Context: an optimization exercise on an open-source flow, tuned for small area, a short achievable clock period and few clock cycles per item. The choices shown serve that exercise and are no tape-out recipe.
The RTL was checked by simulation tests, not by an equivalence proof against the original design.
No activity file was given, so power comes from the tool's default toggle rates.

==> flow/design.v <==
`default_nettype none
package recm_pkg;
  localparam int IMAGE_SIDE   = 64;
  localparam int FRAME_PIXELS = IMAGE_SIDE * IMAGE_SIDE;
  localparam int LAG          = IMAGE_SIDE + 1;
  localparam int ADV_LAST     = FRAME_PIXELS + IMAGE_SIDE;
  localparam int PIX_W        = 8;
  localparam int CORNER_W     = 6;
  localparam int LEN_W        = 7;
  localparam int CFG_IDX_W    = 3;
  localparam int OQ_DEPTH     = 7;
  typedef logic [PIX_W-1:0] pix_t;
endpackage
`default_nettype wire
`default_nettype none
module recm_gt2 (
  input  wire logic [1:0] a,
  input  wire logic [1:0] b,
  output logic            g,
  output logic            e
);
  assign g = (a[1] & ~b[1]) | (~(a[1] ^ b[1]) & a[0] & ~b[0]);
  assign e = ~(a[1] ^ b[1]) & ~(a[0] ^ b[0]);
endmodule
module recm_gtc (
  input  wire logic gh,
  input  wire logic eh,
  input  wire logic gl,
  input  wire logic el,
  output logic      g,
  output logic      e
);
  assign g = gh | (eh & gl);
  assign e = eh & el;
endmodule
module recm_gt8 (
  input  wire logic [7:0] a,
  input  wire logic [7:0] b,
  output logic            gt
);
  logic [3:0] g2;
  logic [3:0] e2;
  logic [1:0] g4;
  logic [1:0] e4;
  logic       e8;
  recm_gt2 u_b0 (.a(a[1:0]), .b(b[1:0]), .g(g2[0]), .e(e2[0]));
  recm_gt2 u_b1 (.a(a[3:2]), .b(b[3:2]), .g(g2[1]), .e(e2[1]));
  recm_gt2 u_b2 (.a(a[5:4]), .b(b[5:4]), .g(g2[2]), .e(e2[2]));
  recm_gt2 u_b3 (.a(a[7:6]), .b(b[7:6]), .g(g2[3]), .e(e2[3]));
  recm_gtc u_n0 (.gh(g2[1]), .eh(e2[1]), .gl(g2[0]), .el(e2[0]), .g(g4[0]), .e(e4[0]));
  recm_gtc u_n1 (.gh(g2[3]), .eh(e2[3]), .gl(g2[2]), .el(e2[2]), .g(g4[1]), .e(e4[1]));
  recm_gtc u_n2 (.gh(g4[1]), .eh(e4[1]), .gl(g4[0]), .el(e4[0]), .g(gt), .e(e8));
endmodule
module recm_pair (
  input  wire logic [7:0] a,
  input  wire logic [7:0] b,
  output logic [7:0]      lo,
  output logic [7:0]      hi
);
  logic swap;
  recm_gt8 u_c (.a(a), .b(b), .gt(swap));
  assign lo = swap ? b : a;
  assign hi = swap ? a : b;
endmodule
module recm_med3 (
  input  wire logic [7:0] a,
  input  wire logic [7:0] b,
  input  wire logic [7:0] c,
  output logic [7:0]      y
);
  logic ab;
  logic ac;
  logic bc;
  recm_gt8 u_ab (.a(a), .b(b), .gt(ab));
  recm_gt8 u_ac (.a(a), .b(c), .gt(ac));
  recm_gt8 u_bc (.a(b), .b(c), .gt(bc));
  always_comb begin
    if (ab == ac) begin
      y = (ab == bc) ? b : c;
    end else begin
      y = a;
    end
  end
endmodule
module recm_clamp (
  input  wire logic [7:0] x,
  input  wire logic [7:0] lo,
  input  wire logic [7:0] hi,
  output logic [7:0]      y
);
  logic below;
  logic above;
  recm_gt8 u_lo (.a(lo), .b(x), .gt(below));
  recm_gt8 u_hi (.a(x), .b(hi), .gt(above));
  assign y = below ? lo : (above ? hi : x);
endmodule
module recm_sort3 (
  input  wire logic [7:0] a,
  input  wire logic [7:0] b,
  input  wire logic [7:0] c,
  output logic [7:0]      lo,
  output logic [7:0]      mid,
  output logic [7:0]      hi
);
  logic ab;
  logic ac;
  logic bc;
  recm_gt8 u_ab (.a(a), .b(b), .gt(ab));
  recm_gt8 u_ac (.a(a), .b(c), .gt(ac));
  recm_gt8 u_bc (.a(b), .b(c), .gt(bc));
  assign lo  = (!ab && !ac) ? a : (bc ? c : b);
  assign hi  = (ab && ac) ? a : (bc ? b : c);
  assign mid = (ab == ac) ? ((ab == bc) ? b : c) : a;
endmodule
module recm_max (
  input  wire logic [7:0] a,
  input  wire logic [7:0] b,
  output logic [7:0]      y
);
  logic agt;
  recm_gt8 u_c (.a(a), .b(b), .gt(agt));
  assign y = agt ? a : b;
endmodule
module recm_min (
  input  wire logic [7:0] a,
  input  wire logic [7:0] b,
  output logic [7:0]      y
);
  logic agt;
  recm_gt8 u_c (.a(a), .b(b), .gt(agt));
  assign y = agt ? b : a;
endmodule
`default_nettype wire
`default_nettype none
module rect_edge_conditional_median_unit (
  input  wire logic                              clk,
  input  wire logic                              rst,
  input  wire logic                              push,
  input  wire logic                              mode,
  input  wire logic [recm_pkg::PIX_W-1:0]        pixel_in,
  output logic                                   full,
  output logic                                   empty,
  input  wire logic                              pop,
  output logic [recm_pkg::PIX_W-1:0]             pixel_out,
  output logic                                   frame_last,
  input  wire logic                              cfg_write,
  input  wire logic [recm_pkg::CFG_IDX_W-1:0]    cfg_index,
  input  wire logic [recm_pkg::PIX_W-1:0]        cfg_data
);
  localparam int D = recm_pkg::OQ_DEPTH;
  logic [5:0] cfg_left;
  logic [5:0] cfg_top;
  logic [6:0] cfg_width;
  logic [6:0] cfg_height;
  logic [7:0] cfg_mean;
  always_ff @(posedge clk) begin
    if (rst) begin
      cfg_left   <= '0;
      cfg_top    <= '0;
      cfg_width  <= '0;
      cfg_height <= '0;
      cfg_mean   <= '0;
    end else if (cfg_write) begin
      case (cfg_index)
        3'd0: cfg_left   <= cfg_data[5:0];
        3'd1: cfg_top    <= cfg_data[5:0];
        3'd2: cfg_width  <= cfg_data[6:0];
        3'd3: cfg_height <= cfg_data[6:0];
        3'd4: cfg_mean   <= cfg_data;
        default: begin
        end
      endcase
    end
  end
  logic       full_r;
  logic       acc_r;
  logic       adv_r;
  logic [7:0] pix_r;
  logic [11:0] cnt;
  logic        hres;
  logic        ffull;
  logic        ffull_next;
  logic        adv;
  logic        rb;
  logic        q_last;
  assign adv    = adv_r;
  assign rb     = adv && hres;
  assign q_last = hres && (cnt == 12'hfff);
  always_comb begin
    ffull_next = ffull;
    if (adv) begin
      if (q_last) begin
        ffull_next = 1'b0;
      end else if (hres && cnt == 12'(recm_pkg::FRAME_PIXELS - recm_pkg::LAG - 1)) begin
        ffull_next = 1'b1;
      end
    end
  end
  always_ff @(posedge clk) begin
    acc_r <= push && !full_r && !rst;
    adv_r <= push && !full_r && !rst && (mode == ffull_next);
    pix_r <= pixel_in;
  end
  always_ff @(posedge clk) begin
    if (rst) begin
      cnt   <= '0;
      hres  <= 1'b0;
      ffull <= 1'b0;
    end else begin
      ffull <= ffull_next;
      if (adv) begin
        if (!hres && cnt == 12'(recm_pkg::LAG - 1)) begin
          cnt  <= '0;
          hres <= 1'b1;
        end else if (q_last) begin
          cnt  <= '0;
          hres <= 1'b0;
        end else begin
          cnt <= cnt + 12'd1;
        end
      end
    end
  end
  logic [7:0] R [1:64];
  always_ff @(posedge clk) begin
    if (adv) begin
      R[1] <= pix_r;
      for (int k = 2; k <= 64; k++) begin
        R[k] <= R[k-1];
      end
    end
  end
  logic [7:0] F [0:62];
  logic [7:0] res;
  logic       p2_v, p3_v, p4_v, p5_v;
  always_ff @(posedge clk) begin
    if (p5_v) begin
      F[0] <= res;
      for (int j = 1; j <= 62; j++) begin
        F[j] <= F[j-1];
      end
    end
  end
  logic [2:0] kin;
  logic [2:0] kin_rb;
  logic [7:0] t2_r;
  assign kin_rb = kin + 3'(rb);
  always_ff @(posedge clk) begin
    if (rst) begin
      kin <= '0;
    end else begin
      kin <= kin_rb - 3'(p5_v);
    end
  end
  always_ff @(posedge clk) begin
    case (kin_rb)
      3'd0:    t2_r <= F[62];
      3'd1:    t2_r <= F[61];
      3'd2:    t2_r <= F[60];
      3'd3:    t2_r <= F[59];
      3'd4:    t2_r <= F[58];
      default: t2_r <= F[57];
    endcase
  end
  logic [7:0] sl_row;
  logic [7:0] sl_col;
  always_ff @(posedge clk) begin
    sl_row <= 8'(cfg_top) + 8'(cfg_height);
    sl_col <= 8'(cfg_left) + 8'(cfg_width);
  end
  function automatic logic on_edge(input logic [5:0] v, input logic [5:0] s,
                                   input logic [7:0] sl);
    logic [6:0] d;
    logic [8:0] e;
    d = 7'(v) - 7'(s);
    e = 9'(sl) - 9'(v);
    on_edge = (d == 7'd0) || (d == 7'd1) || (e == 9'd1) || (e == 9'd2);
  endfunction
  logic [7:0] pt0, pt1, pm;
  logic [7:0] c0_lo, c0_hi, a2, m2, h2;
  logic [7:0] p2_a0, p2_h0, p2_a1, p2_m1, p2_h1, p2_a2, p2_m2, p2_h2, p2_c;
  logic       p2_filt;
  logic       p2_last;
  logic bright;
  recm_gt8   u_bright (.a(pm), .b(cfg_mean), .gt(bright));
  recm_pair  u_col0 (.a(pt0), .b(R[2]), .lo(c0_lo), .hi(c0_hi));
  recm_sort3 u_col2 (.a(t2_r), .b(R[64]), .c(pix_r), .lo(a2), .mid(m2), .hi(h2));
  always_ff @(posedge clk) begin
    if (adv) begin
      pt1   <= t2_r;
      pt0   <= pt1;
      pm    <= R[64];
      p2_a2 <= a2;
      p2_m2 <= m2;
      p2_h2 <= h2;
      p2_a1 <= p2_a2;
      p2_m1 <= p2_m2;
      p2_h1 <= p2_h2;
    end
  end
  always_ff @(posedge clk) begin
    p2_a0   <= c0_lo;
    p2_h0   <= c0_hi;
    p2_c    <= pm;
    p2_filt <= (cnt[11:6] != 6'd0) && (cnt[11:6] != 6'd63) &&
               (cnt[5:0] != 6'd0) && (cnt[5:0] != 6'd63) &&
               (on_edge(cnt[11:6], cfg_top, sl_row) ||
                on_edge(cnt[5:0], cfg_left, sl_col)) &&
               bright;
    p2_last <= q_last;
  end
  logic [7:0] s_lo, s_hi, mx_a, mn_h;
  logic [7:0] p3_a0, p3_h0, p3_A, p3_C, p3_s, p3_t;
  logic       p3_last;
  recm_pair u_pm (.a(p2_m1), .b(p2_m2), .lo(s_lo), .hi(s_hi));
  recm_max u_mx_a (.a(p2_a1), .b(p2_a2), .y(mx_a));
  recm_min u_mn_h (.a(p2_h1), .b(p2_h2), .y(mn_h));
  always_ff @(posedge clk) begin
    p3_a0   <= p2_filt ? p2_a0 : p2_c;
    p3_h0   <= p2_filt ? p2_h0 : p2_c;
    p3_A    <= p2_filt ? mx_a  : p2_c;
    p3_C    <= p2_filt ? mn_h  : p2_c;
    p3_s    <= p2_filt ? s_lo  : p2_c;
    p3_t    <= p2_filt ? s_hi  : p2_c;
    p3_last <= p2_last;
  end
  logic [7:0] x1, y1, x2, y2;
  logic [7:0] p4_A, p4_C, p4_x1, p4_y1, p4_x2, p4_y2;
  logic       p4_last;
  recm_clamp u_x1 (.x(p3_a0), .lo(p3_s), .hi(p3_t), .y(x1));
  recm_clamp u_y2 (.x(p3_h0), .lo(p3_s), .hi(p3_t), .y(y2));
  recm_min u_y1 (.a(p3_h0), .b(p3_C), .y(y1));
  recm_max u_x2 (.a(p3_a0), .b(p3_A), .y(x2));
  always_ff @(posedge clk) begin
    p4_A    <= p3_A;
    p4_C    <= p3_C;
    p4_x1   <= x1;
    p4_y1   <= y1;
    p4_x2   <= x2;
    p4_y2   <= y2;
    p4_last <= p3_last;
  end
  logic [7:0] a4, a5;
  logic [7:0] p5_lo, p5_hi;
  logic       p5_last;
  recm_med3 u_a4 (.a(p4_A), .b(p4_x1), .c(p4_y1), .y(a4));
  recm_med3 u_a5 (.a(p4_x2), .b(p4_y2), .c(p4_C), .y(a5));
  always_ff @(posedge clk) begin
    p5_lo   <= a4;
    p5_hi   <= a5;
    p5_last <= p4_last;
  end
  recm_clamp u_res (.x(F[0]), .lo(p5_lo), .hi(p5_hi), .y(res));
  always_ff @(posedge clk) begin
    if (rst) begin
      p2_v <= 1'b0;
      p3_v <= 1'b0;
      p4_v <= 1'b0;
      p5_v <= 1'b0;
    end else begin
      p2_v <= rb;
      p3_v <= p2_v;
      p4_v <= p3_v;
      p5_v <= p4_v;
    end
  end
  logic [3:0]  pend;
  logic        empty_r;
  logic [7:0]  out_pix;
  logic        out_last;
  logic        load;
  logic [7:0]  oldest;
  logic        mk_v;
  logic [3:0]  mk_idx;
  logic        mk_hit;
  assign load   = (pend != 4'd0) && (empty_r || pop);
  assign mk_hit = mk_v && (mk_idx == pend - 4'd1);
  always_comb begin
    case (pend)
      4'd1:    oldest = F[0];
      4'd2:    oldest = F[1];
      4'd3:    oldest = F[2];
      4'd4:    oldest = F[3];
      4'd5:    oldest = F[4];
      4'd6:    oldest = F[5];
      default: oldest = F[6];
    endcase
  end
  always_ff @(posedge clk) begin
    if (rst) begin
      pend    <= '0;
      empty_r <= 1'b1;
      mk_v    <= 1'b0;
      mk_idx  <= '0;
    end else begin
      pend    <= pend + 4'(p5_v) - 4'(load);
      empty_r <= !load && (empty_r || pop);
      if (p5_v) begin
        mk_idx <= p5_last ? 4'd0 : mk_idx + 4'd1;
      end
      if (p5_v && p5_last) begin
        mk_v <= 1'b1;
      end else if (load && mk_hit) begin
        mk_v <= 1'b0;
      end
    end
  end
  always_ff @(posedge clk) begin
    if (load) begin
      out_pix  <= oldest;
      out_last <= mk_hit;
    end
  end
  assign empty      = empty_r;
  assign pixel_out  = out_pix;
  assign frame_last = out_last;
  logic [D+3:0] ow;
  logic [D+3:0] ow_next;
  logic         take;
  logic         give;
  logic         nores;
  assign take  = push && !full_r;
  assign give  = pop && !empty_r;
  assign nores = acc_r && !rb;
  always_comb begin
    ow_next = ow;
    case ({take, give, nores})
      3'b100:                 ow_next = {ow[D+2:0], 1'b1};
      3'b000, 3'b110, 3'b101: ow_next = ow;
      3'b010, 3'b001, 3'b111: ow_next = {1'b0, ow[D+3:1]};
      default:                ow_next = {2'b00, ow[D+3:2]};
    endcase
  end
  always_ff @(posedge clk) begin
    if (rst) begin
      ow     <= {{(D+3){1'b0}}, 1'b1};
      full_r <= 1'b0;
    end else begin
      ow     <= ow_next;
      full_r <= ow_next[D+1];
    end
  end
  assign full = full_r;
endmodule
`default_nettype wire
==> flow/run.sh <==
#!/bin/bash
# synth_recipe.tcl (not shown) runs the flow's synth.tcl, then flattens the netlist and writes it again
# the make line also repeats each setting of config.mk as NAME=value (left out here)
make -C /OpenROAD-flow-scripts/flow DESIGN_CONFIG=/design/flow/config.mk WORK_HOME=/design/flow/orfs CLKGATE_MAP_FILE= SYNTH_SCRIPT=/design/flow/synth_recipe.tcl finish
==> flow/config.mk <==
export PLATFORM = sky130hd
export DESIGN_NAME = rect_edge_conditional_median_unit
export DESIGN_NICKNAME = rect_edge_conditional_median_unit
export VERILOG_FILES = /design/flow/design.v
export SDC_FILE = /design/flow/constraint.sdc
export NUM_CORES = 4
export LEC_CHECK = 0
export CAP_MARGIN = 20
export CORE_MARGIN = 2
export CORE_UTILIZATION = 40
export CTS_BUF_LIST = sky130_fd_sc_hd__clkbuf_16
export CTS_CLUSTER_DIAMETER = 100
export CTS_CLUSTER_SIZE = 30
export SETUP_SLACK_MARGIN = 2.0
export SLEW_MARGIN = 20
export SYNTH_HIERARCHICAL = 1
export SYNTH_MINIMUM_KEEP_SIZE = 0
==> flow/constraint.sdc <==
create_clock -name core_clock -period 4.5 [get_ports {clk}]
set_input_delay 0.9000 -clock core_clock [delete_from_list [all_inputs] [get_ports {clk}]]
set_output_delay 0.9000 -clock core_clock [all_outputs]
set_load 0.01 [all_outputs]
==> results.sh, run 1 <==
export IMPL_areaGrowthSynthToFinish_pct=8.183
export IMPL_die_h_um=357.0
export IMPL_syn_nets=3219
export IMPL_pin_count=36
export IMPL_finalSetupViolations=0
export IMPL_rsz0062_at_grt="false"
export IMPL_grt_pass1_vias=21740
export IMPL_reg2reg_from="t2_r[3]$_DFF_P_"
export IMPL_peakVddDrop_mv=0.3293
export IMPL_worstSkewPairLatency_ns=0.70
export IMPL_dr_total_vias=22890
export IMPL_worst_pin_slew_ns=1.068
export IMPL_post_route_drc_count=0
export IMPL_track_usage=0.1198
export IMPL_seq_area_um2=37980
export IMPL_slowest_delay_ns=0.55
export IMPL_hold_path_depth=0
export IMPL_cpLargestDelayFamily="compound AO/OA/AOI/OAI gates"
export IMPL_min_delay_worst_endpoint="p5_last$_DFF_P_"
export IMPL_core_area_um2=123600
export IMPL_max_freq_mhz=418.2
export IMPL_root_buffer="clkbuf_16"
export IMPL_grt_pass1_wl_um=121900
export IMPL_clock_sinks=1348
export IMPL_multi_input_area_um2=10670
export IMPL_worst_r2r_cell_count=7
export IMPL_rrSetupSlack_ns=2.11
export IMPL_layout_drive_gt1_share=0.1010
export IMPL_clk_pin_slew_ns=0.11
export IMPL_cts_path_max_buffers=3
export IMPL_die_w_um=357.0
export IMPL_period_needed_ns=2.391
export IMPL_netlist_area_um2=49850
export IMPL_endpoint_kind="flip-flop"
export IMPL_via_per_inst=4.800
export IMPL_power_density_nw_per_um2=404.1
export IMPL_finalHoldViolations=0
export IMPL_htreeDepth=2
export IMPL_reg2reg_to="p2_a2[1]$_DFFE_PP_"
export IMPL_hp_start="p4_last$_DFF_P_"
export IMPL_relSlewSlack=0.2775
export IMPL_crit_required_ns=4.90
export IMPL_maxCapViolCount=0
export IMPL_start_util=0.4032
export IMPL_grt_overflow=0
export IMPL_yosys_warnings=12
export IMPL_maxSlewViolCount=0
export IMPL_finalPower_mw=21.79
export IMPL_worst_path_max_fanout=16
export IMPL_outcome="timing/DRC/antenna clean"
export IMPL_path_buf_inv=1
export IMPL_ant_nets=0
export IMPL_critPathKind="reg -> reg"
export IMPL_critPathArrivalTime_ns=2.79
export IMPL_mostFrequentLayoutCells="edfxtp_1 (1097), inv_1 (265), dfxtp_1 (246)"
export IMPL_gp_congestion=0.7729
export IMPL_hp_class="reg -> reg"
export IMPL_avgSynthCellArea_um2=16.40
export IMPL_cts_made_buffers=54
export IMPL_fin_nets=3264
export IMPL_setup_worst_path_start_class="flip-flop"
export IMPL_routedWlPerCell_um=16.20
export IMPL_hpwlAfterDp_um=48260
export IMPL_cpMaxStageDelayCell="dfxtp_1"
export IMPL_path_cells="ha_1 > a31o_2 > a21o_1 > a21o_1 > inv_1 > ha_2 > o21ai_0"
export IMPL_clock_skew_ns=0.04401
export IMPL_layout_commonest_cell="edfxtp_1"
export IMPL_min_period_over_period=0.5314
export IMPL_wirelength_um=77220
export IMPL_cts_tree="yes"
export IMPL_leakage_nw=18.64
export IMPL_postSynthCellCount=3039
export IMPL_utilization=0.4362
export IMPL_rows=129
export IMPL_die_area_um2=127500
export IMPL_antenna_found_initial=7
export IMPL_port_buffers=35
export IMPL_grt_max_degree=208
export IMPL_n_fill_cell=10990
export IMPL_drtIter0Drc=1831
export IMPL_cp_common_cell="a21o_1"
export IMPL_first_pass_iters=8
-- report_power, final --
part           total, mW  internal, mW  switching (mW)
clock network       6.07          2.34            3.73
logic               1.74         0.781           0.963
registers           14.0          13.7           0.224
total               21.8          16.9            4.92
-- area by class of cell --
type / count / area share
flip-flops and latches: 1348 / 0.7043
multi-input cells: 1387 / 0.1979
repair buffers: 60 / 0.01186
well taps: 1637 / 0.03798
clock inverters: 47 / 0.006195
diodes: 1 / 0.00004641
clock buffers: 55 / 0.02552
inverters: 233 / 0.01622
-- stage by stage --
step                      setup slack, ns  TNS (ns)  cells  area (µm²)  hold slack, ns
final                               2.109         0   4768       53920          0.3511
after global placement              1.592         0   4655       52040          0.3169
after detailed placement            1.589         0   4655       52040          0.3257
after global routing                2.002         0   4767       53920          0.3517
after CTS                           2.001         0   4759       53810          0.3553
after floorplan                    -1.582   -174.59   3039       50010          0.3096
-- worst max path at each step --
stage                             start            endpoint  slack, ns  cells after the start
floorplan                 adv_r$_DFF_P_     t2_r[1]$_DFF_P_      -1.58                      9
global placement                    pop  pend[3]$_SDFF_PP0_       1.59                     10
detailed placement                 push  ow[7]$_SDFFE_PP0N_       1.59                      6
CTS                  pend[1]$_SDFF_PP0_  pend[3]$_SDFF_PP0_       2.00                     10
global route        cnt[1]$_SDFFE_PP0P_     p2_filt$_DFF_P_       2.00                      8
finish                  t2_r[3]$_DFF_P_  p2_a2[1]$_DFFE_PP_       2.11                      7
-- registers in the layout, indices dropped and copies added, names as in the netlist, 10 cells and up --
name / count
R: 512
F: 504
cnt: 12
ow: 10
-- repair_timing --
| action | in CTS | in global routing |
|---|---|---|
| pin swaps | 1 | 0 |
| hold buffers | 0 | 0 |
| buffers inserted | 2 | 7 |
| cloned | 0 | 1 |
| endpoints found under the setup margin | 273 | 227 |
| gates resized for setup | 24 | 10 |
-- worst register-to-register path, stage by stage, from the launching register on --
cell and delay [ns]:
dfxtp_1 0.55, ha_1 0.32, a31o_2 0.20, a21o_1 0.18, a21o_1 0.27, inv_1 0.09, ha_2 0.35, o21ai_0 0.18
-- layer usage --
metal	GRT usage	vias up	part of all wire
met5	0	-	0
met4	0.02655	0	0.018
met3	0.01556	84	0.028
met2	0.1815	219	0.44
met1	0.1840	11340	0.51
li1	-	11240	-
Testbench counts, summed over its fixed seeds: cycles 33,316, items 32,768.
==> inputs of run 2 (changes only) <==
--- a/flow/config.mk
+++ b/flow/config.mk
@@ -11,7 +11,7 @@
 export CTS_BUF_LIST = sky130_fd_sc_hd__clkbuf_16
 export CTS_CLUSTER_DIAMETER = 100
 export CTS_CLUSTER_SIZE = 30
-export SETUP_SLACK_MARGIN = 2.0
+export SETUP_SLACK_MARGIN = 2.4
 export SLEW_MARGIN = 20
 export SYNTH_HIERARCHICAL = 1
 export SYNTH_MINIMUM_KEEP_SIZE = 0
==> run 2 against run 1 <==
  * Critical path depth increased by 2
  * First-iteration DRC count grew 6.3%
  * Clock power is essentially flat
  * Utilization up 1.3 points
  * Count of clock-buffer cells in the layout did not move
  * Non-clock buffer count grew 70
  * Sequential cell count unchanged
  * Die area unchanged
  * Combinational power is 21% higher
  * Highest routed layer unchanged
==> results.sh, run 2 <==
export IMPL_leakage_nw=19.15
export IMPL_maxCapViolCount=0
export IMPL_cts_tree="yes"
export IMPL_grt_max_degree=166
export IMPL_clock_sinks=1348
export IMPL_rows=129
export IMPL_worst_slack_ns=2.238
export IMPL_mostFrequentLayoutCells="edfxtp_1 (1097), inv_1 (255), nand2_1 (220)"
export IMPL_die_area_um2=127500
export IMPL_postSynthCellCount=3039
export IMPL_path_buf_inv=2
export IMPL_min_period_over_period=0.5027
export IMPL_worstSkewPairLatency_ns=0.71
export IMPL_worst_path_max_fanout=7
export IMPL_period_needed_ns=2.262
export IMPL_fin_nets=3347
export IMPL_die_w_um=357.0
export IMPL_setup_worst_path_start_class="flip-flop"
export IMPL_root_buffer="clkbuf_16"
export IMPL_htreeDepth=2
export IMPL_slowest_delay_ns=0.45
export IMPL_areaGrowthSynthToFinish_pct=11.39
export IMPL_utilization=0.4491
export IMPL_top_regs="R x512, F x504, cnt x12"
export IMPL_port_buffers=35
export IMPL_post_route_drc_count=0
export IMPL_hp_class="reg -> reg"
export IMPL_endpoint_kind="flip-flop"
export IMPL_regMostFlops="R"
export IMPL_gp_congestion=0.7729
export IMPL_power_density_nw_per_um2=399.3
export IMPL_post_place_ws_ns=1.589
export IMPL_syn_nets=3219
export IMPL_largest_reg_flops=512
export IMPL_cpLargestDelayFamily="compound AO/OA/AOI/OAI gates"
export IMPL_clock_power_share=0.275
export IMPL_multi_input_area_um2=11570
export IMPL_outcome="timing/DRC/antenna clean"
export IMPL_finalPower_mw=22.17
export IMPL_maxSlewViolCount=0
export IMPL_core_area_um2=123600
export IMPL_peakVddDrop_mv=0.3303
export IMPL_netlist_area_um2=49850
export IMPL_hpwlAfterDp_um=48260
export IMPL_avgSynthCellArea_um2=16.40
export IMPL_track_usage=0.1244
export IMPL_via_per_inst=4.844
export IMPL_intPower_mw=17.09
export IMPL_finalHoldViolations=0
export IMPL_die_h_um=357.0
export IMPL_p_sw_frac=0.2293
export IMPL_cpMaxStageDelayCell="edfxtp_1"
export IMPL_clk_pin_slew_ns=0.11
export IMPL_dr_total_vias=23500
export IMPL_p_sw_mw=5.083
export IMPL_stdcell_area_um2=55520
export IMPL_first_pass_iters=6
export IMPL_drtIter0Drc=1946
export IMPL_timing_hold_ws_ns=0.3508
export IMPL_crit_required_ns=4.96
export IMPL_cts_hold_fix_buffers=0
export IMPL_seq_power_share=0.630
export IMPL_grt_pass1_vias=22390
export IMPL_cts_made_buffers=54
export IMPL_critPathKind="reg -> reg"
export IMPL_start_util=0.4032
export IMPL_finalNonFillerCells=4851
export IMPL_p_comb_frac=0.095
export IMPL_antenna_found_initial=6
export IMPL_tns_ns=0
export IMPL_dp_cells=4655
export IMPL_path_cells="inv_1 > ha_1 > a31o_2 > a21o_1 > a21o_4 > xnor2_4 > buf_12 > mux2i_1 > o21ai_1"
export IMPL_n_fill_cell=10850
export IMPL_clock_skew_ns=0.04527
export IMPL_routedWlPerCell_um=16.70
export IMPL_grt_overflow=0
export IMPL_wirelength_um=81020
export IMPL_grt_pass1_wl_um=126200
export IMPL_finalSetupViolations=0
export IMPL_yosys_warnings=12
export IMPL_max_freq_mhz=442.1
export IMPL_layout_commonest_cell="edfxtp_1"
export IMPL_rsz0062_at_grt="true"
export IMPL_cts_path_max_buffers=3
export IMPL_layout_drive_gt1_share=0.1749
export IMPL_seq_area_um2=38070
export IMPL_relSlewSlack=0.3796
export IMPL_worst_pin_slew_ns=0.9305
export IMPL_critPathArrivalTime_ns=2.72
export IMPL_ant_nets=0
export IMPL_place_area_um2=52040
export IMPL_pin_count=36
==> run 2: cell count changes in the layout (fill, tap and decap cells not counted), moves of 12 or more <==
| cell | previous run | this run |
|---|---|---|
| a21oi_1 | 71 | 52 |
| a21o_1 | 65 | 50 |
| buf_4 | 15 | 69 |
| dfxtp_4 | 2 | 14 |
| or3_4 | 0 | 12 |
| ha_1 | 143 | 118 |
| dfxtp_1 | 246 | 199 |
| dfxtp_2 | 3 | 38 |
| a21o_4 | 5 | 24 |
| a21oi_2 | 0 | 18 |
| ha_4 | 2 | 23 |
==> run 2: path summary, 6_finish.rpt <==
path                                    startpoint            endpoint  slack [ns]  depth (start not counted)
worst max register to register  R[64][1]$_DFFE_PP_  p2_m2[1]$_DFFE_PP_        2.24                          9
worst max-delay path            R[64][1]$_DFFE_PP_  p2_m2[1]$_DFFE_PP_        2.24                          9
worst min register to register     p4_last$_DFF_P_     p5_last$_DFF_P_        0.35                          0
worst min-delay path               p4_last$_DFF_P_     p5_last$_DFF_P_        0.35                          0
==> run 2: layout make-up <==
| class | count | share of cell area |
|---|---|---|
| well taps | 1637 | 0.03689 |
| repair buffers | 130 | 0.02247 |
| clock inverters | 47 | 0.006017 |
| diodes | 1 | 0.00004507 |
| flip-flops and latches | 1348 | 0.6856 |
| inverters | 233 | 0.01580 |
| multi-input cells | 1400 | 0.2084 |
| clock buffers | 55 | 0.02479 |
==> run 2: power by group through the flow <==
stage | logic, mW | registers [mW] | clock network (mW)
floorplan | 1.27 | 14.3 | 0
global placement | 1.73 | 14.3 | 0
finish | 2.11 | 14.0 | 6.09
CTS | 1.94 | 14.0 | 6.38
detailed placement | 1.75 | 14.3 | 0
global route | 2.32 | 14.0 | 6.73
==> run 2: per-layer routing <==
metal / routed length (µm) / track usage
met1: 40850 / 0.1907
met2: 36130 / 0.1898
met3: 2536 / 0.01556
met4: 1515 / 0.02689
met5: 0 / 0
==> run 2: what timing repair did <==
action	CTS	global route
endpoints found under the setup margin	407	131
pin swaps	40	35
gates cloned	11	3
setup buffers	52	27
gates resized for setup	184	123
==> run 2: worst reg2reg max path, delay by kind of cell, from the launching register on <==
kind | cells | cell delay, ns
AOI/OAI and AO/OA | 4 | 0.72
DFF | 1 | 0.45
xor gates and xnor gates | 1 | 0.19
adders and majority gates | 1 | 0.22
muxes | 1 | 0.18
buffers and inverters | 2 | 0.25
==> inputs of run 3 (changes only) <==
--- a/flow/config.mk
+++ b/flow/config.mk
@@ -11,7 +11,7 @@
 export CTS_BUF_LIST = sky130_fd_sc_hd__clkbuf_16
 export CTS_CLUSTER_DIAMETER = 100
 export CTS_CLUSTER_SIZE = 30
-export SETUP_SLACK_MARGIN = 2.4
+export SETUP_SLACK_MARGIN = 2.25
 export SLEW_MARGIN = 20
 export SYNTH_HIERARCHICAL = 1
 export SYNTH_MINIMUM_KEEP_SIZE = 0
==> run 3 against run 2 <==
  * Power fell by 0.99%
  * Fmax fell by 1.9%
  * Non-clock buffer count fell by 39
  * Still clean on timing, DRC and antenna
  * First-iteration DRC count fell by 8.0%
  * Sequential power barely moved
==> results.sh, run 3 <==
export IMPL_start_util=0.4032
export IMPL_n_fill_cell=10950
export IMPL_root_buffer="clkbuf_16"
export IMPL_peakVddDrop_mv=0.3278
export IMPL_drtIter0Drc=1790
export IMPL_endpoint_kind="flip-flop"
export IMPL_rrSetupSlack_ns=2.19
export IMPL_power_density_nw_per_um2=401.9
export IMPL_die_area_um2=127500
export IMPL_worst_path_max_fanout=7
export IMPL_finalSetupViolations=0
export IMPL_track_usage=0.1223
export IMPL_pin_count=36
export IMPL_first_pass_iters=5
export IMPL_relSlewSlack=0.2861
export IMPL_post_route_drc_count=0
export IMPL_avgSynthCellArea_um2=16.40
export IMPL_yosys_warnings=12
export IMPL_fin_nets=3305
export IMPL_hp_class="reg -> reg"
export IMPL_netlist_area_um2=49850
export IMPL_max_freq_mhz=433.6
export IMPL_core_area_um2=123600
export IMPL_grt_max_degree=166
export IMPL_hold_path_depth=0
export IMPL_top_regs="R x512, F x504, cnt x12"
export IMPL_die_w_um=357.0
export IMPL_clock_skew_ns=0.04228
export IMPL_rows=129
export IMPL_via_per_inst=4.838
export IMPL_leakage_nw=18.87
export IMPL_antenna_found_initial=7
export IMPL_maxSlewViolCount=0
export IMPL_layout_drive_gt1_share=0.1375
export IMPL_critPathKind="reg -> reg"
export IMPL_worst_slack_ns=2.194
export IMPL_stdcell_area_um2=54620
export IMPL_mostFrequentLayoutCells="edfxtp_1 (1097), inv_1 (262), nand2_1 (224)"
export IMPL_syn_nets=3219
export IMPL_ant_nets=0
export IMPL_worst_r2r_cell_count=8
export IMPL_setup_worst_path_start_class="flip-flop"
export IMPL_cts_tree="yes"
export IMPL_seq_area_um2=38030
export IMPL_critPathArrivalTime_ns=2.78
export IMPL_worstSkewPairLatency_ns=0.70
export IMPL_areaGrowthSynthToFinish_pct=9.584
export IMPL_finalHoldViolations=0
export IMPL_gp_congestion=0.7729
export IMPL_layout_commonest_cell="edfxtp_1"
export IMPL_place_area_um2=52040
export IMPL_largest_reg_flops=512
export IMPL_worst_pin_slew_ns=1.056
export IMPL_port_buffers=35
export IMPL_rsz0062_at_grt="true"
export IMPL_wirelength_um=79550
export IMPL_multi_input_area_um2=11030
export IMPL_dr_total_vias=23270
export IMPL_outcome="timing/DRC/antenna clean"
export IMPL_grt_pass1_vias=22000
export IMPL_period_needed_ns=2.306
export IMPL_min_period_over_period=0.5125
export IMPL_cts_made_buffers=54
export IMPL_clk_pin_slew_ns=0.12
export IMPL_postSynthCellCount=3039
export IMPL_timing_hold_ws_ns=0.3482
export IMPL_cts_hold_fix_buffers=0
export IMPL_post_place_ws_ns=1.589
export IMPL_regMostFlops="R"
export IMPL_hpwlAfterDp_um=48260
export IMPL_die_h_um=357.0
export IMPL_htreeDepth=2
export IMPL_cts_path_max_buffers=3
export IMPL_grt_pass1_wl_um=124200
export IMPL_grt_overflow=0
export IMPL_crit_required_ns=4.97
export IMPL_routedWlPerCell_um=16.54
export IMPL_clock_sinks=1348
export IMPL_maxCapViolCount=0
-- run 3: cell type report --
type,instances,share of cell area
clock inverters,47,0.006116
diodes,1,0.00004581
repair buffers,91,0.01704
well taps,1637,0.03750
inverters,233,0.01601
multi-input cells,1397,0.2019
clock buffers,55,0.02520
flip-flops and latches,1348,0.6962
-- run 3: routing by layer --
| layer | up-vias | part of all wire | track usage |
|---|---|---|---|
| met5 | - | 0 | 0 |
| met4 | 0 | 0.019 | 0.02832 |
| met3 | 86 | 0.032 | 0.01566 |
| met2 | 283 | 0.44 | 0.1847 |
| met1 | 11550 | 0.51 | 0.1880 |
| li1 | 11350 | - | - |
-- run 3: power by group --
group,internal [mW],switching (mW)
Sequential,13.8,0.222
Clock,2.34,3.73
Combinational,0.873,1.03
Total,17.0,4.98
-- run 3: metrics by stage --
step / setup TNS (ns) / power, mW / std cells / util
final: 0 / 21.95 / 4809 / 0.4418
after global routing: 0 / 22.87 / 4808 / 0.4418
after CTS: 0 / 22.17 / 4776 / 0.4376
after detailed placement: 0 / 16.02 / 4655 / 0.4209
after global placement: 0 / 15.99 / 4655 / 0.4209
after floorplan: -174.59 / 15.56 / 3039 / -
-- run 3: final timing paths --
kind / from / endpoint
min: p4_last$_DFF_P_ / p5_last$_DFF_P_
max: R[64][7]$_DFFE_PP_ / p2_m2[3]$_DFFE_PP_
max reg2reg: R[64][7]$_DFFE_PP_ / p2_m2[3]$_DFFE_PP_
min reg2reg: p4_last$_DFF_P_ / p5_last$_DFF_P_
-- run 3: repair_timing --
item	4_1_cts	5_1_grt
setup buffers	12	28
gates resized for setup	93	64
cloned	7	4
setup endpoints to repair	373	145
pin swaps	5	17
endpoints found under the hold margin	0	0
-- run 3: worst max-delay path, stage by stage (launching register included) --
cell and delay [ns]:
edfxtp_1 0.49, ha_1 0.35, a31o_2 0.21, a21o_1 0.16
a21o_4 0.22, xnor2_4 0.19, buf_12 0.15, mux2i_1 0.21
o21ai_1 0.08
==> inputs of run 4 (changes only) <==
--- a/flow/config.mk
+++ b/flow/config.mk
@@ -7,7 +7,7 @@
 export LEC_CHECK = 0
 export CAP_MARGIN = 20
 export CORE_MARGIN = 2
-export CORE_UTILIZATION = 40
+export CORE_UTILIZATION = 55
 export CTS_BUF_LIST = sky130_fd_sc_hd__clkbuf_16
 export CTS_CLUSTER_DIAMETER = 100
 export CTS_CLUSTER_SIZE = 30
==> run 4 against run 3 <==
  * Count of clock-buffer cells in the layout fell by 2
  * Sequential share of layout area rose by 0.59 points
  * Largest power group unchanged
  * Utilization rose by 16 points
  * Die area fell by 27%
  * Still clean on timing, DRC and antenna
  * Cell area fell by 0.78%
==> results.sh, run 4 <==
export IMPL_slowest_delay_ns=0.45
export IMPL_layout_drive_gt1_share=0.1421
export IMPL_finalHoldViolations=0
export IMPL_finalSetupViolations=0
export IMPL_mostFrequentLayoutCells="edfxtp_1 (1097), inv_1 (260), nand2_1 (224)"
export IMPL_largest_reg_flops=512
export IMPL_relSlewSlack=0.3333
export IMPL_power_density_nw_per_um2=402.0
export IMPL_critPathArrivalTime_ns=2.67
export IMPL_peakVddDrop_mv=0.3360
export IMPL_critPathKind="reg -> reg"
export IMPL_via_per_inst=5.427
export IMPL_hp_start="p2_last$_DFF_P_"
export IMPL_fin_nets=3317
export IMPL_max_freq_mhz=442.8
export IMPL_cpMaxStageDelayCell="edfxtp_1"
export IMPL_avgSynthCellArea_um2=16.40
export IMPL_gp_congestion=0.8064
export IMPL_outcome="timing/DRC/antenna clean"
export IMPL_multi_input_area_um2=11150
export IMPL_clock_skew_ns=0.04598
export IMPL_grt_pass1_wl_um=129200
export IMPL_core_area_um2=89870
export IMPL_timing_hold_ws_ns=0.3406
export IMPL_maxSlewViolCount=0
export IMPL_root_buffer="clkbuf_16"
export IMPL_pin_count=36
export IMPL_crit_required_ns=4.91
export IMPL_yosys_warnings=12
export IMPL_ant_nets=0
export IMPL_rows=110
export IMPL_postSynthCellCount=3039
export IMPL_syn_nets=3219
export IMPL_areaGrowthSynthToFinish_pct=8.733
export IMPL_clk_pin_slew_ns=0.12
export IMPL_leakage_nw=18.93
export IMPL_drtIter0Drc=1907
export IMPL_routedWlPerCell_um=18.63
export IMPL_port_buffers=35
export IMPL_top_regs="R x512, F x504, cnt x12"
export IMPL_dr_total_vias=23650
export IMPL_cp_startpoint="R[64][1]$_DFFE_PP_"
export IMPL_worst_pin_slew_ns=0.9974
export IMPL_htreeDepth=2
export IMPL_maxCapViolCount=0
export IMPL_utilization=0.6030
export IMPL_die_area_um2=93050
export IMPL_path_cells="ha_1 > a31o_2 > a21o_1 > a21o_4 > xnor2_4 > buf_6 > mux2i_1 > o21ai_1"
export IMPL_grt_max_degree=169
export IMPL_cts_made_buffers=52
export IMPL_wirelength_um=81200
export IMPL_cpLargestDelayFamily="compound AO/OA/AOI/OAI gates"
export IMPL_hp_class="reg -> reg"
export IMPL_track_usage=0.1730
export IMPL_n_fill_cell=6717
export IMPL_hpwlAfterDp_um=49630
export IMPL_cts_tree="yes"
export IMPL_clock_sinks=1348
export IMPL_endpoint_kind="flip-flop"
export IMPL_grt_overflow=0
export IMPL_rsz0062_at_grt="true"
export IMPL_die_h_um=305.0
export IMPL_worstSkewPairLatency_ns=0.66
export IMPL_first_pass_iters=8
export IMPL_regMostFlops="R"
export IMPL_start_util=0.5546
export IMPL_period_needed_ns=2.258
export IMPL_worst_path_max_fanout=4
export IMPL_setup_worst_path_start_class="flip-flop"
export IMPL_layout_commonest_cell="edfxtp_1"
export IMPL_reg2reg_from="R[64][1]$_DFFE_PP_"
export IMPL_seq_area_um2=38050
export IMPL_grt_pass1_vias=23140
export IMPL_path_buf_inv=1
export IMPL_die_w_um=305.0
export IMPL_antenna_found_initial=2
export IMPL_netlist_area_um2=49850
export IMPL_min_period_over_period=0.5019
export IMPL_cts_path_max_buffers=3
export IMPL_post_route_drc_count=0
==> run 4: final timing paths <==
check	to	slack [ns]	cells after the start
setup reg to reg	p2_m2[0]$_DFFE_PP_	2.24	8
setup / recovery	p2_m2[0]$_DFFE_PP_	2.24	8
hold reg to reg	p3_last$_DFF_P_	0.34	0
hold / removal	p3_last$_DFF_P_	0.34	0
==> run 4: what timing repair did <==
| item | 4_1_cts | 5_1_grt |
|---|---|---|
| setup endpoints to repair | 373 | 316 |
| pin swaps | 10 | 32 |
| hold buffers | 0 | 0 |
| setup buffers | 20 | 35 |
| cloned | 8 | 1 |
| gates resized for setup | 88 | 83 |
==> run 4: cell type report <==
type / count / share of cell area
Inverter: 233 / 0.01614
Clock inverter: 44 / 0.004502
Tap cell: 1176 / 0.02715
Multi-Input combinational cell: 1395 / 0.2056
Clock buffer: 53 / 0.02447
Antenna cell: 2 / 0.00009234
Timing Repair Buffer: 107 / 0.01988
Sequential cell: 1348 / 0.7021
==> run 4: report_power, final <==
group          switching [mW]  total (mW)  internal (mW)
clock                    3.57        5.79           2.22
combinational            1.09        2.03          0.934
sequential              0.223        14.0           13.8
==> run 4: worst register-to-register path, cell delays in order, from the launching register on <==
cell and delay, ns:
edfxtp_1 0.45, ha_1 0.29, a31o_2 0.21, a21o_1 0.19
a21o_4 0.26, xnor2_4 0.19, buf_6 0.15, mux2i_1 0.19
o21ai_1 0.08
==> run 4: through the flow <==
stage	TNS (ns)	power [mW]	instance area, µm²	worst slack [ns]	cells
2_1_floorplan	-174.59	15.56	50010	-1.582	3039
3_3_place_gp	0	15.98	51490	1.439	4195
3_5_place_dp	0	16.04	51490	1.440	4195
4_1_cts	0	21.92	53530	2.245	4320
5_1_grt	0	22.68	54190	2.136	4356
6_report	0	21.79	54200	2.242	4358
==> run 4: layer usage <==
layer | wire, µm | up-vias | global-route usage
met2 | 36710 | 371 | 0.2664
met1 | 39810 | 11840 | 0.2681
met3 | 3068 | 109 | 0.01815
met5 | 0 | - | 0
met4 | 1615 | 0 | 0.03949
li1 | - | 11330 | -
==> inputs of run 5 (changes only) <==
--- a/flow/config.mk
+++ b/flow/config.mk
@@ -7,7 +7,7 @@
 export LEC_CHECK = 0
 export CAP_MARGIN = 20
 export CORE_MARGIN = 2
-export CORE_UTILIZATION = 55
+export CORE_UTILIZATION = 65
 export CTS_BUF_LIST = sky130_fd_sc_hd__clkbuf_16
 export CTS_CLUSTER_DIAMETER = 100
 export CTS_CLUSTER_SIZE = 30
==> run 5 against run 4 <==
  * Still clean
  * Clock power down 4.3%
  * Sequential share of layout area up 0.84 points
  * Global-route usage up 2.4 points
  * Via count up 0.41%
  * Power down 1.6%
  * Combinational power down 4%
  * Hold slack worse by 0.0015 ns
  * Count of clock-buffer cells in the layout down 1
  * Final cell count down 3.8%
  * Utilization up 10 points
  * Critical path type unchanged
  * Largest cell class unchanged
  * Largest power group unchanged
==> results.sh, run 5 <==
export IMPL_outcome="timing/DRC/antenna clean"
export IMPL_via_per_inst=5.665
export IMPL_finalPower_mw=21.45
export IMPL_grt_max_degree=196
export IMPL_syn_nets=3219
export IMPL_reg2reg_to="p2_m2[7]$_DFFE_PP_"
export IMPL_dr_total_vias=23750
export IMPL_min_period_over_period=0.4981
export IMPL_power_density_nw_per_um2=400.7
export IMPL_maxSlewViolCount=0
export IMPL_finalSetupViolations=0
export IMPL_hold_path_depth=0
export IMPL_layout_drive_gt1_share=0.1268
export IMPL_die_h_um=280.9
export IMPL_finalHoldViolations=0
export IMPL_clk_pin_slew_ns=0.11
export IMPL_post_route_drc_count=0
export IMPL_hp_start="p3_last$_DFF_P_"
export IMPL_worst_path_max_fanout=8
export IMPL_port_buffers=35
export IMPL_ant_nets=0
export IMPL_hp_class="reg -> reg"
export IMPL_rsz0062_at_grt="true"
export IMPL_relSlewSlack=0.3997
export IMPL_start_util=0.6563
export IMPL_min_delay_worst_endpoint="p4_last$_DFF_P_"
export IMPL_largest_reg_flops=512
export IMPL_endpoint_kind="flip-flop"
export IMPL_antennaDiodeCount=0
export IMPL_top_regs="R x512, F x504, cnt x12"
export IMPL_worst_r2r_cell_count=8
export IMPL_wirelength_um=77930
export IMPL_fin_nets=3301
export IMPL_grt_overflow=0
export IMPL_die_w_um=280.9
export IMPL_cts_tree="yes"
export IMPL_max_freq_mhz=446.1
export IMPL_postSynthCellCount=3039
export IMPL_tns_ns=0
export IMPL_first_pass_iters=9
export IMPL_root_buffer="clkbuf_16"
export IMPL_leakage_nw=18.79
export IMPL_worstSkewPairLatency_ns=0.65
export IMPL_timing_hold_ws_ns=0.3391
export IMPL_peakVddDrop_mv=0.3452
export IMPL_critPathArrivalTime_ns=2.65
export IMPL_gp_congestion=0.8301
export IMPL_clock_sinks=1348
export IMPL_cts_hold_fix_buffers=0
export IMPL_utilization=0.7048
export IMPL_grt_pass1_vias=22920
export IMPL_critPathKind="reg -> reg"
export IMPL_routedWlPerCell_um=18.59
export IMPL_maxCapViolCount=0
export IMPL_antenna_found_initial=2
export IMPL_worst_pin_slew_ns=0.9004
export IMPL_cts_made_buffers=51
export IMPL_period_needed_ns=2.241
export IMPL_yosys_warnings=12
export IMPL_cts_path_max_buffers=3
export IMPL_reg2reg_from="R[64][3]$_DFFE_PP_"
export IMPL_setup_worst_path_start_class="flip-flop"
export IMPL_track_usage=0.1972
export IMPL_die_area_um2=78920
export IMPL_hpwlAfterDp_um=48140
export IMPL_crit_required_ns=4.91
export IMPL_pin_count=36
export IMPL_mostFrequentLayoutCells="edfxtp_1 (1097), inv_1 (265), nand2_1 (224)"
export IMPL_grt_pass1_wl_um=123100
export IMPL_n_fill_cell=4943
export IMPL_rows=101
export IMPL_htreeDepth=2
export IMPL_core_area_um2=75950
export IMPL_clock_skew_ns=0.02116
export IMPL_regMostFlops="R"
export IMPL_areaGrowthSynthToFinish_pct=7.392
export IMPL_rrSetupSlack_ns=2.26
export IMPL_layout_commonest_cell="edfxtp_1"
export IMPL_drtIter0Drc=2128
export IMPL_avgSynthCellArea_um2=16.40
export IMPL_netlist_area_um2=49850
[run 5: changes by cell type in the layout (fill, tap and decap cells not counted), moves of 4 or more]
cell     delta
ha_1        +9
or3_4       -7
a21oi_2     -9
inv_1       +5
or3_2       +6
buf_4       -9
a21oi_1     +9
dfxtp_4     -7
buf_6       -4
inv_6       -4
buf_12      -4
dfxtp_2     +4
ha_4        -9
[run 5: routing by layer]
layer  part of all wire  global-route usage  vias to the layer above
met4              0.022             0.04936                        0
li1                   -                   -                    11320
met5                  0                   0                        -
met2               0.45              0.3027                      419
met1               0.49              0.3064                    11890
met3              0.035             0.02170                      121
[run 5: stage by stage]
stage / instance area, µm² / setup slack, ns / cells
finish: 53530 / 2.259 / 4192
CTS: 53140 / 2.250 / 4161
global route: 53530 / 2.152 / 4192
floorplan: 50010 / -1.582 / 3039
global placement: 51290 / 1.423 / 4051
detailed placement: 51290 / 1.443 / 4051
[run 5: cell type report]
cell class	instances	area, µm²	share of cell area
flip-flops and latches	1348	38030	0.7105
multi-input cells	1397	10920	0.2040
clock buffers	52	1301	0.02431
well taps	1030	1289	0.02408
repair buffers	90	902.1	0.01685
inverters	233	874.6	0.01634
clock inverters	42	209.0	0.003903
[run 5: worst max path at each step]
stage	to	cells past startpoint	from
after floorplan	t2_r[1]$_DFF_P_	9	adv_r$_DFF_P_
after global placement	pend[3]$_SDFF_PP0_	11	pop
after detailed placement	pend[3]$_SDFF_PP0_	11	pop
after CTS	p5_lo[6]$_DFF_P_	8	p4_x1[5]$_DFF_P_
after global routing	p2_filt$_DFF_P_	8	cfg_left[4]$_SDFFE_PP0P_
final	p2_m2[7]$_DFFE_PP_	8	R[64][3]$_DFFE_PP_
[run 5: power by group]
part           leakage, nW  switching [mW]  internal, mW  total, mW
registers             11.5           0.222          13.8       14.0
clock network        0.867            3.39          2.15       5.54
logic                 6.38            1.06         0.878       1.94
total                 18.8            4.67          16.8       21.5
[run 5: worst max-delay path: stages, from the launching register on]
cell	delay (ns)
edfxtp_1	0.46
ha_1	0.32
a31o_2	0.21
a21o_1	0.18
a21o_4	0.24
xnor2_4	0.15
buf_12	0.16
mux2i_1	0.21
o21ai_1	0.07
[run 5: what timing repair did]
item                       in CTS  in global routing
setup buffers                  11                 24
resized for setup              76                 41
pin swaps                       8                  8
cloned                          5                  7
setup endpoints to repair     492                253
==> inputs of run 6 (changes only) <==
--- a/flow/config.mk
+++ b/flow/config.mk
@@ -7,11 +7,9 @@
 export LEC_CHECK = 0
 export CAP_MARGIN = 20
 export CORE_MARGIN = 2
-export CORE_UTILIZATION = 65
+export CORE_UTILIZATION = 40
 export CTS_BUF_LIST = sky130_fd_sc_hd__clkbuf_16
 export CTS_CLUSTER_DIAMETER = 100
 export CTS_CLUSTER_SIZE = 30
-export SETUP_SLACK_MARGIN = 2.25
+export SETUP_SLACK_MARGIN = 2.2
 export SLEW_MARGIN = 20
-export SYNTH_HIERARCHICAL = 1
-export SYNTH_MINIMUM_KEEP_SIZE = 0
==> run 6 against run 5 <==
  * Via count decreased by 6.0%
  * Count of clock-buffer cells in the layout increased by 2
  * Worst setup slack got worse by 0.14 ns
  * Final cell count increased by 6.2%
  * Sequential cell count unchanged
  * Non-clock buffer count increased by 39
  * Critical path depth increased by 1
  * Global-route usage decreased by 6.8 points
  * Routed wire length increased by 3.5%
  * Sequential share of layout area decreased by 0.16 points
  * Clock power increased by 4.3%
  * Critical endpoint is now p2_m2[5]$_DFFE_PP_
==> results.sh, run 6 <==
export IMPL_maxSlewViolCount=0
export IMPL_power_density_nw_per_um2=401.0
export IMPL_layout_commonest_cell="edfxtp_1"
export IMPL_synth_cell_types=79
export IMPL_die_h_um=349.5
export IMPL_maxCapViolCount=0
export IMPL_postSynthCellCount=2738
export IMPL_post_place_ws_ns=1.024
export IMPL_endpoint_kind="flip-flop"
export IMPL_start_util=0.4038
export IMPL_antennaDiodeCount=0
export IMPL_reg2reg_from="R[64][1]$_DFFE_PP_"
export IMPL_rows=126
export IMPL_period_needed_ns=2.379
export IMPL_die_w_um=349.5
export IMPL_die_area_um2=122100
export IMPL_mostFrequentLayoutCells="edfxtp_1 (1097), dfxtp_1 (198), inv_1 (189)"
export IMPL_synth_seq_cells=1348
export IMPL_rsz0062_at_grt="true"
export IMPL_hpwlAfterDp_um=49430
export IMPL_top_regs="R x512, F x504, cnt x12"
export IMPL_max_freq_mhz=420.3
export IMPL_via_per_inst=5.015
export IMPL_hold_path_depth=0
export IMPL_drtIter0Drc=1769
export IMPL_cts_hold_fix_buffers=0
export IMPL_cts_path_max_buffers=3
export IMPL_regMostFlops="R"
export IMPL_critPathKind="reg -> reg"
export IMPL_largest_reg_flops=512
export IMPL_min_period_over_period=0.5287
export IMPL_ys_flop_type="edfxtp_1"
export IMPL_grt_overflow=0
export IMPL_synth_top_area_share=0.6900
export IMPL_hp_start="p3_last$_DFF_P_"
export IMPL_clock_skew_ns=0.03595
export IMPL_critPathArrivalTime_ns=2.81
export IMPL_synth_area_leaders="edfxtp_1 (69%), dfxtp_1 (11%), ha_1 (3.9%)"
export IMPL_post_synth_top_count_cell="edfxtp_1"
export IMPL_fin_nets=3056
export IMPL_synth_common_cells="edfxtp_1 (1097), dfxtp_1 (251), inv_1 (174)"
export IMPL_root_buffer="clkbuf_16"
export IMPL_rrSetupSlack_ns=2.12
export IMPL_finalSetupViolations=0
export IMPL_peakVddDrop_mv=0.3126
export IMPL_port_buffers=35
export IMPL_track_usage=0.1296
export IMPL_relSlewSlack=0.3238
export IMPL_layout_drive_gt1_share=0.1498
export IMPL_worstSkewPairLatency_ns=0.67
export IMPL_clk_pin_slew_ns=0.11
export IMPL_yosysTopAreaCell="edfxtp_1"
export IMPL_path_cells="ha_1 > and3b_2 > a2111oi_4 > nor3_2 > nor2_4 > xnor2_4 > buf_12 > mux2i_1 > o21ai_1"
export IMPL_clock_sinks=1348
export IMPL_outcome="timing/DRC/antenna clean"
export IMPL_cts_made_buffers=52
export IMPL_avgSynthCellArea_um2=17.44
export IMPL_hp_class="reg -> reg"
export IMPL_reg2reg_to="p2_m2[5]$_DFFE_PP_"
export IMPL_finalPower_mw=21.54
export IMPL_worst_slack_ns=2.121
export IMPL_dr_total_vias=22330
export IMPL_synth_edf_count=1097
export IMPL_cts_tree="yes"
export IMPL_areaGrowthSynthToFinish_pct=12.53
export IMPL_core_area_um2=118200
export IMPL_worst_path_max_fanout=8
export IMPL_grt_pass1_wl_um=127000
export IMPL_wirelength_um=80620
export IMPL_leakage_nw=18.02
export IMPL_timing_hold_ws_ns=0.3353
export IMPL_worst_r2r_cell_count=9
export IMPL_utilization=0.4544
export IMPL_yosys_warnings=6
export IMPL_cpMaxStageDelayCell="edfxtp_1"
export IMPL_crit_required_ns=4.93
export IMPL_setup_worst_path_start_class="flip-flop"
export IMPL_worst_pin_slew_ns=1.014
export IMPL_netlist_area_um2=47740
export IMPL_min_delay_worst_endpoint="p4_last$_DFF_P_"
export IMPL_slowest_delay_ns=0.45
export IMPL_ant_nets=0
export IMPL_syn_nets=2919
export IMPL_synth_seq_area_share=0.7952
export IMPL_antenna_found_initial=0
export IMPL_grt_max_degree=180
export IMPL_routedWlPerCell_um=18.11
export IMPL_grt_pass1_vias=22340
export IMPL_htreeDepth=2
export IMPL_synth_async_sr_flop_share=0
export IMPL_post_route_drc_count=0
export IMPL_finalHoldViolations=0
export IMPL_place_area_um2=50090
export IMPL_stdcell_area_um2=53730
export IMPL_pin_count=36
export IMPL_gp_congestion=0.8611
export IMPL_first_pass_iters=8
run 6: layer usage:
metal | GRT usage | vias up | wire, µm
li1 | - | 10510 | -
met4 | 0.03448 | 0 | 1827
met5 | 0 | - | 0
met3 | 0.01738 | 130 | 3003
met2 | 0.2004 | 383 | 36890
met1 | 0.1930 | 11310 | 38910
run 6: area by class of cell:
cell class                 instances  area, µm²
inverter                         177      690.7
sequential                      1348      38090
fill                            9971      64510
tap                             1536       1922
timing repair buffer             129       1335
clock buffer                      54       1351
clock inverter                    42      217.7
multi-input combinational       1167      10130
run 6: timing repair:
action	in CTS	in global routing
cloned	1	3
endpoints found under the setup margin	507	621
pin swaps	43	61
gates resized for setup	176	162
buffers inserted	43	33
hold endpoints to repair	0	0
run 6: critical path: cells and delay by family (launching register included):
kind            cells  cell delay, ns
fa+ha+maj           1            0.30
compound gates      2            0.30
xor+xnor            1            0.15
flops               1            0.45
mux                 1            0.23
buf+inv             1            0.15
simple gates        3            0.55
run 6: through the flow:
step	instances	TNS [ns]
2_1_floorplan	2738	-174.74
3_3_place_gp	4277	0
3_5_place_dp	4277	0
4_1_cts	4417	0
5_1_grt	4453	0
6_report	4453	0
run 6: kinds of logic (layout without fill, tap and decap cells):
| logic type | after synthesis | in the layout | share of synthesized area |
|---|---|---|---|
| compound gates | 372 | 373 | 0.05354 |
| mux | 161 | 161 | 0.03637 |
| simple gates | 396 | 397 | 0.03923 |
| flops | 1348 | 1348 | 0.7952 |
| buf+inv | 225 | 402 | 0.01816 |
| fa+ha+maj | 169 | 169 | 0.04481 |
| xor+xnor | 67 | 67 | 0.01268 |
run 6: worst max path at each step:
stage / from / endpoint / cells after the start
global placement: pop / ow[0]$_SDFFE_PP1N_ / 7
global route: R[64][1]$_DFFE_PP_ / p2_m2[5]$_DFFE_PP_ / 9
CTS: pop / ow[0]$_SDFFE_PP1N_ / 7
detailed placement: pop / ow[7]$_SDFFE_PP0N_ / 7
finish: R[64][1]$_DFFE_PP_ / p2_m2[5]$_DFFE_PP_ / 9
floorplan: adv_r$_DFF_P_ / ow[2]$_SDFFE_PP0N_ / 7
run 6: power by group:
group	total [mW]	internal, mW	switching, mW
Clock	5.78	2.24	3.55
Sequential	13.9	13.7	0.207
Combinational	1.82	0.819	1.01

separate check: timing with driven ports:
The results above use ideal ports. As a check the final layouts listed here were re-extracted and re-timed, cells and wires unchanged. Step 1 assumes that a clkbuf_16 drives the clock port and a buf_2 every other input. Step 2 moves the port delays by t, midway between the first and last clock arrival at a register: inputs arrive t later, outputs are due t later. That takes back most of the time a late clock gives input paths. Three values: ideal, step 1, step 2; two values: the first two.
| run | shift t [ns] | slack for setup (ns) | worst data-port slew with drivers (ns) |
|---|---|---|---|
| run 1 | 0.746 | 2.109 / 2.109 / 1.555 | 0.08 |
| run 2 | 0.748 | 2.238 / 2.238 / 1.830 | 0.08 |
| run 3 | 0.746 | 2.194 / 2.194 / 1.611 | 0.08 |
| run 4 | 0.700 | 2.242 / 2.236 / 1.729 | 0.06 |
| run 5 | 0.704 | 2.259 / 2.240 / 1.713 | 0.06 |
| run 6 | 0.722 | 2.121 / 2.121 / 1.603 | 0.09 |
After both steps setup and hold are still met in every run listed. The setup slack of run 3, which loses most, moves by 0.000 ns with the drivers and by -0.583 ns with both steps.
